Context: an optimization exercise on an open-source flow, tuned for small area, a short achievable clock period and few clock cycles per item. The choices shown serve that exercise and are no tape-out recipe.
The RTL was checked by simulation tests, not by an equivalence proof against the original design.
No activity file was given, so power comes from the tool's default toggle rates.

==> build 11: inputs <==
==> flow/design.v <==
`timescale 1ns/10ps
`default_nettype none
module register_bank_array #(
  parameter int warp_count = 4,
  localparam int words     = warp_count * 32,
  localparam int src_slots = 3
) (
  input  wire logic                              clk,
  input  wire logic                              rst_n,
  input  wire logic [warp_count-1:0]             rd_warp,
  input  wire logic [src_slots-1:0][31:0]        rd_sel,
  output logic [src_slots-1:0][31:0]             rd_data,
  input  wire logic [words-1:0]                  wr_en,
  input  wire logic [31:0]                       wr_data
);
  logic [warp_count-1:0][31:0][31:0] mem;
  logic [warp_count-1:0][31:0]       written;
  logic [31:0][31:0]                 warp_data;
  always_ff @(posedge clk or negedge rst_n) begin
    if (!rst_n) written <= '0;
    else        written <= written | wr_en;
  end
  always_ff @(posedge clk) begin
    for (int w = 0; w < words; w++)
      if (wr_en[w]) mem[w / 32][w % 32] <= wr_data;
  end
  logic [31:0]                 warp_written;
  logic [src_slots-1:0]        src_written;
  logic [src_slots-1:0][31:0]  src_data;
  always_comb begin
    for (int r = 0; r < 32; r++) begin
      warp_data[r]    = '0;
      warp_written[r] = 1'b0;
      for (int w = 0; w < warp_count; w++) begin
        warp_data[r]    = warp_data[r] | ({32{rd_warp[w]}} & mem[w][r]);
        warp_written[r] = warp_written[r] | (rd_warp[w] & written[w][r]);
      end
    end
    for (int k = 0; k < src_slots; k++) begin
      src_data[k]    = '0;
      src_written[k] = 1'b0;
      for (int r = 0; r < 32; r++) begin
        src_data[k]    = src_data[k] | ({32{rd_sel[k][r]}} & warp_data[r]);
        src_written[k] = src_written[k] | (rd_sel[k][r] & warp_written[r]);
      end
      rd_data[k] = {32{src_written[k]}} & src_data[k];
    end
  end
endmodule
`default_nettype wire
`timescale 1ns/10ps
`default_nettype none
module register_file_arbiter #(
  parameter int warp_count = 4,
  localparam int warp_w    = (warp_count > 1) ? $clog2(warp_count) : 1,
  localparam int words     = warp_count * 32
) (
  input  wire logic              wb_valid,
  input  wire logic [warp_w-1:0] wb_warp,
  input  wire logic [4:0]        wb_reg,
  output logic [words-1:0]       wr_en
);
  always_comb begin
    for (int w = 0; w < words; w++)
      wr_en[w] = wb_valid && ({wb_warp, wb_reg} == (warp_w + 5)'(w));
  end
endmodule
`default_nettype wire
`timescale 1ns/10ps
`default_nettype none
module operand_collector #(
  parameter int warp_count     = 4,
  localparam int warp_w        = (warp_count > 1) ? $clog2(warp_count) : 1,
  localparam int src_slots     = 3
) (
  input  wire logic                              clk,
  input  wire logic                              rst_n,
  input  wire logic                              issue_valid,
  input  wire logic [warp_w-1:0]                 issue_warp,
  input  wire logic [src_slots-1:0][4:0]         issue_src,
  input  wire logic [src_slots-1:0]              issue_src_used,
  input  wire logic [7:0]                        issue_tag,
  output logic                                   issue_ready,
  output logic                                   dispatch_valid,
  output logic [7:0]                             dispatch_tag,
  output logic [src_slots-1:0][31:0]             dispatch_operands,
  output logic [warp_count-1:0]                  rd_warp,
  output logic [src_slots-1:0][31:0]             rd_sel,
  input  wire logic [src_slots-1:0][31:0]        rd_data
);
  assign issue_ready = 1'b1;
  always_comb begin
    for (int w = 0; w < warp_count; w++)
      rd_warp[w] = (issue_warp == warp_w'(w));
    for (int k = 0; k < src_slots; k++) begin
      for (int r = 0; r < 32; r++)
        rd_sel[k][r] = issue_src_used[k] && (issue_src[k] == 5'(r));
    end
  end
  always_ff @(posedge clk or negedge rst_n) begin
    if (!rst_n) dispatch_valid <= 1'b0;
    else        dispatch_valid <= issue_valid;
  end
  always_ff @(posedge clk) begin
    dispatch_tag      <= issue_tag;
    dispatch_operands <= rd_data;
  end
endmodule
`default_nettype wire
`timescale 1ns/10ps
`default_nettype none
module operand_stage_top #(
  parameter int collector_size = 2,
  parameter int warp_count     = 4,
  localparam int warp_w        = (warp_count > 1) ? $clog2(warp_count) : 1,
  localparam int idx_w         = (collector_size > 1) ? $clog2(collector_size) : 1,
  localparam int bank_num      = 4,
  localparam int src_slots     = 3
) (
  input  wire logic                           clk,
  input  wire logic                           rst_n,
  input  wire logic                           issue_valid,
  input  wire logic [warp_w-1:0]              issue_warp,
  input  wire logic [src_slots-1:0][4:0]      issue_src,
  input  wire logic [src_slots-1:0]           issue_src_used,
  input  wire logic [7:0]                     issue_tag,
  output logic                                issue_ready,
  input  wire logic                           wb_valid,
  input  wire logic [warp_w-1:0]              wb_warp,
  input  wire logic [4:0]                     wb_reg,
  input  wire logic [31:0]                    wb_data,
  output logic                                dispatch_valid,
  output logic [7:0]                          dispatch_tag,
  output logic [src_slots-1:0][31:0]          dispatch_operands
);
  localparam int words = warp_count * 32;
  logic [warp_count-1:0]            rd_warp;
  logic [src_slots-1:0][31:0]       rd_sel;
  logic [src_slots-1:0][31:0]       rd_data;
  logic [words-1:0]                 wr_en;
  operand_collector #(
    .warp_count (warp_count)
  ) collector0 (
    .clk               (clk),
    .rst_n             (rst_n),
    .issue_valid       (issue_valid),
    .issue_warp        (issue_warp),
    .issue_src         (issue_src),
    .issue_src_used    (issue_src_used),
    .issue_tag         (issue_tag),
    .issue_ready       (issue_ready),
    .dispatch_valid    (dispatch_valid),
    .dispatch_tag      (dispatch_tag),
    .dispatch_operands (dispatch_operands),
    .rd_warp           (rd_warp),
    .rd_sel            (rd_sel),
    .rd_data           (rd_data)
  );
  register_file_arbiter #(
    .warp_count (warp_count)
  ) arbiter0 (
    .wb_valid (wb_valid),
    .wb_warp  (wb_warp),
    .wb_reg   (wb_reg),
    .wr_en    (wr_en)
  );
  register_bank_array #(
    .warp_count (warp_count)
  ) banks0 (
    .clk     (clk),
    .rst_n   (rst_n),
    .rd_warp (rd_warp),
    .rd_sel  (rd_sel),
    .rd_data (rd_data),
    .wr_en   (wr_en),
    .wr_data (wb_data)
  );
endmodule
`default_nettype wire
==> flow/flow/run.sh <==
#!/bin/bash
# The standard layout, with a global routing layer adjustment that keeps
# more of met1 free for pin access. make's output goes to make.log.
set -euo pipefail
export FASTROUTE_TCL="$PWD/flow/fastroute.tcl"
bash standard.sh > make.log 2>&1
==> flow/flow/fastroute.tcl <==
# Less global routing on met1, where pin access needs room
set_global_routing_layer_adjustment met1 0.5
set_global_routing_layer_adjustment met2-$::env(MAX_ROUTING_LAYER) 0.2

set_routing_layers -clock $::env(MIN_CLK_ROUTING_LAYER)-$::env(MAX_ROUTING_LAYER)
set_routing_layers -signal $::env(MIN_ROUTING_LAYER)-$::env(MAX_ROUTING_LAYER)
==> flow/standard.sh <==
#!/bin/bash
# synth_recipe.tcl (not shown) runs the flow's synth.tcl, then flattens the netlist and writes it again
# the make line also repeats each setting of config.mk as NAME=value (left out here)
make -C /OpenROAD-flow-scripts/flow DESIGN_CONFIG=/design/flow/config.mk WORK_HOME=/design/flow/orfs CLKGATE_MAP_FILE= SYNTH_SCRIPT=/design/flow/synth_recipe.tcl "${@:-finish}"
==> flow/config.mk <==
export PLATFORM = sky130hd
export DESIGN_NAME = operand_stage_top
export DESIGN_NICKNAME = operand_stage_top
export VERILOG_FILES = /design/flow/design.v
export SDC_FILE = /design/flow/constraint.sdc
export NUM_CORES = 4
export LEC_CHECK = 0
export CAP_MARGIN = 20
export CELL_PAD_IN_SITES_DETAIL_PLACEMENT = 1
export CELL_PAD_IN_SITES_GLOBAL_PLACEMENT = 2
export CORE_MARGIN = 2
export CORE_UTILIZATION = 35
export SETUP_SLACK_MARGIN = 4.5
export SLEW_MARGIN = 20
export TNS_END_PERCENT = 100
==> flow/constraint.sdc <==
create_clock -name core_clock -period 8.0 [get_ports {clk}]
set_input_delay 1.6000 -clock core_clock [delete_from_list [all_inputs] [get_ports {clk}]]
set_output_delay 1.6000 -clock core_clock [all_outputs]
set_load 0.01 [all_outputs]
==> build 32: changes against build 11 <==
==> flow/design.v, changed modules only <==
module register_file_arbiter #(
  parameter int warp_count = 4,
  localparam int warp_w    = (warp_count > 1) ? $clog2(warp_count) : 1,
  localparam int words     = warp_count * 32
) (
  input  wire logic              clk,
  input  wire logic              rst_n,
  input  wire logic              wb_valid,
  input  wire logic [warp_w-1:0] wb_warp,
  input  wire logic [4:0]        wb_reg,
  input  wire logic [31:0]       wb_data,
  output logic [words-1:0]       wr_en,
  output logic [31:0]            wr_data
);
  logic                    wb_valid_q;
  logic [warp_w+4:0]       wb_addr_q;
  always_ff @(posedge clk or negedge rst_n) begin
    if (!rst_n) wb_valid_q <= 1'b0;
    else        wb_valid_q <= wb_valid;
  end
  always_ff @(posedge clk) begin
    wb_addr_q <= {wb_warp, wb_reg};
    wr_data   <= wb_data;
  end
  always_comb begin
    for (int w = 0; w < words; w++)
      wr_en[w] = wb_valid_q && (wb_addr_q == (warp_w + 5)'(w));
  end
endmodule
module operand_collector #(
  parameter int warp_count     = 4,
  localparam int warp_w        = (warp_count > 1) ? $clog2(warp_count) : 1,
  localparam int src_slots     = 3
) (
  input  wire logic                              clk,
  input  wire logic                              rst_n,
  input  wire logic                              issue_valid,
  input  wire logic [warp_w-1:0]                 issue_warp,
  input  wire logic [src_slots-1:0][4:0]         issue_src,
  input  wire logic [src_slots-1:0]              issue_src_used,
  input  wire logic [7:0]                        issue_tag,
  output logic                                   issue_ready,
  output logic                                   dispatch_valid,
  output logic [7:0]                             dispatch_tag,
  output logic [src_slots-1:0][31:0]             dispatch_operands,
  output logic [warp_count-1:0]                  rd_warp,
  output logic [src_slots-1:0][31:0]             rd_sel,
  input  wire logic [src_slots-1:0][31:0]        rd_data
);
  logic       iss_valid;
  logic [7:0] iss_tag;
  assign issue_ready = 1'b1;
  always_ff @(posedge clk or negedge rst_n) begin
    if (!rst_n) begin
      iss_valid      <= 1'b0;
      dispatch_valid <= 1'b0;
    end else begin
      iss_valid      <= issue_valid;
      dispatch_valid <= iss_valid;
    end
  end
  always_ff @(posedge clk) begin
    iss_tag <= issue_tag;
    for (int w = 0; w < warp_count; w++)
      rd_warp[w] <= (issue_warp == warp_w'(w));
    for (int k = 0; k < src_slots; k++) begin
      for (int r = 0; r < 32; r++)
        rd_sel[k][r] <= issue_src_used[k] && (issue_src[k] == 5'(r));
    end
    dispatch_tag      <= iss_tag;
    dispatch_operands <= rd_data;
  end
endmodule
module operand_stage_top #(
  parameter int collector_size = 2,
  parameter int warp_count     = 4,
  localparam int warp_w        = (warp_count > 1) ? $clog2(warp_count) : 1,
  localparam int idx_w         = (collector_size > 1) ? $clog2(collector_size) : 1,
  localparam int bank_num      = 4,
  localparam int src_slots     = 3
) (
  input  wire logic                           clk,
  input  wire logic                           rst_n,
  input  wire logic                           issue_valid,
  input  wire logic [warp_w-1:0]              issue_warp,
  input  wire logic [src_slots-1:0][4:0]      issue_src,
  input  wire logic [src_slots-1:0]           issue_src_used,
  input  wire logic [7:0]                     issue_tag,
  output logic                                issue_ready,
  input  wire logic                           wb_valid,
  input  wire logic [warp_w-1:0]              wb_warp,
  input  wire logic [4:0]                     wb_reg,
  input  wire logic [31:0]                    wb_data,
  output logic                                dispatch_valid,
  output logic [7:0]                          dispatch_tag,
  output logic [src_slots-1:0][31:0]          dispatch_operands
);
  localparam int words = warp_count * 32;
  logic [warp_count-1:0]            rd_warp;
  logic [src_slots-1:0][31:0]       rd_sel;
  logic [src_slots-1:0][31:0]       rd_data;
  logic [words-1:0]                 wr_en;
  logic [31:0]                      wr_data;
  operand_collector #(
    .warp_count (warp_count)
  ) collector0 (
    .clk               (clk),
    .rst_n             (rst_n),
    .issue_valid       (issue_valid),
    .issue_warp        (issue_warp),
    .issue_src         (issue_src),
    .issue_src_used    (issue_src_used),
    .issue_tag         (issue_tag),
    .issue_ready       (issue_ready),
    .dispatch_valid    (dispatch_valid),
    .dispatch_tag      (dispatch_tag),
    .dispatch_operands (dispatch_operands),
    .rd_warp           (rd_warp),
    .rd_sel            (rd_sel),
    .rd_data           (rd_data)
  );
  register_file_arbiter #(
    .warp_count (warp_count)
  ) arbiter0 (
    .clk      (clk),
    .rst_n    (rst_n),
    .wb_valid (wb_valid),
    .wb_warp  (wb_warp),
    .wb_reg   (wb_reg),
    .wb_data  (wb_data),
    .wr_en    (wr_en),
    .wr_data  (wr_data)
  );
  register_bank_array #(
    .warp_count (warp_count)
  ) banks0 (
    .clk     (clk),
    .rst_n   (rst_n),
    .rd_warp (rd_warp),
    .rd_sel  (rd_sel),
    .rd_data (rd_data),
    .wr_en   (wr_en),
    .wr_data (wr_data)
  );
endmodule
==> flow/flow/fastroute.tcl (replaced) <==
# Less global routing on met1 and met2, where pin access needs room
set_global_routing_layer_adjustment met1 0.7
set_global_routing_layer_adjustment met2 0.35
set_global_routing_layer_adjustment met3-$::env(MAX_ROUTING_LAYER) 0.2

set_routing_layers -clock $::env(MIN_CLK_ROUTING_LAYER)-$::env(MAX_ROUTING_LAYER)
set_routing_layers -signal $::env(MIN_ROUTING_LAYER)-$::env(MAX_ROUTING_LAYER)
CAP_MARGIN = 50   (was 20)
CELL_PAD_IN_SITES_GLOBAL_PLACEMENT = 1   (was 2)
CORE_UTILIZATION = 45   (was 35)
CTS_CLUSTER_DIAMETER = 120   (was not set)
CTS_CLUSTER_SIZE = 22   (was not set)
SETUP_SLACK_MARGIN = 4.4   (was 4.5)
SLEW_MARGIN = 75   (was 20)
==> run summary <==
Against build 11, the wire length of build 32 is smaller by about 10%.
In build 11 the sequential cell count is lower than in build 32, by 149.
Area after synthesis is about the same in build 11 and build 32.
Between build 32 and build 11, the lower hold slack is in build 32 (gap 130 ps).
In build 32 the sequential share of layout area is higher than in build 11, by 1.0 points.
Build 32 completed with no timing, DRC or antenna violations. Build 11 completed without violations.
Of build 32 and build 11, build 11 has the higher critical path depth (gap 14).
Between build 32 and build 11, the lower non-clock buffer count is in build 11 (gap 846).
Between build 32 and build 11, the lower clock power is in build 32 (gap about 40%, measured against build 11).
Testbench counts of build 11, summed over its fixed seeds: cycles 2,637, items 2,048.
Testbench counts of build 32, summed over its fixed seeds: cycles 2,738, items 2,048.

[what the ideal ports hide]
Ports are ideal in the flow. The routed layouts listed here were re-timed in OpenROAD.
Step 1 (the two cells are an assumption about what drives the block):
set clk [get_ports {clk}]
set_driving_cell -lib_cell sky130_fd_sc_hd__clkbuf_16 $clk
set_driving_cell -lib_cell sky130_fd_sc_hd__buf_2 [delete_from_list [all_inputs] $clk]
Step 2 times the ports against the registers' clock, not the clock port: input delays grow and output delays shrink by t, the midpoint of the rising clock arrivals with the driver on.
Slacks: ideal ports / drivers / drivers and shift; pairs: ideal ports / drivers.
run	t (ns)	setup slack, ns	worst setup path after step 2
build 11	1.166	4.190 / 3.633 / 2.467	input to register
build 32	1.131	4.390 / 4.267 / 4.402	register to register
After both steps every run listed still meets setup and hold. The setup slack of build 11, which loses most, moves by -0.557 ns with the drivers and by -1.723 ns with both steps.
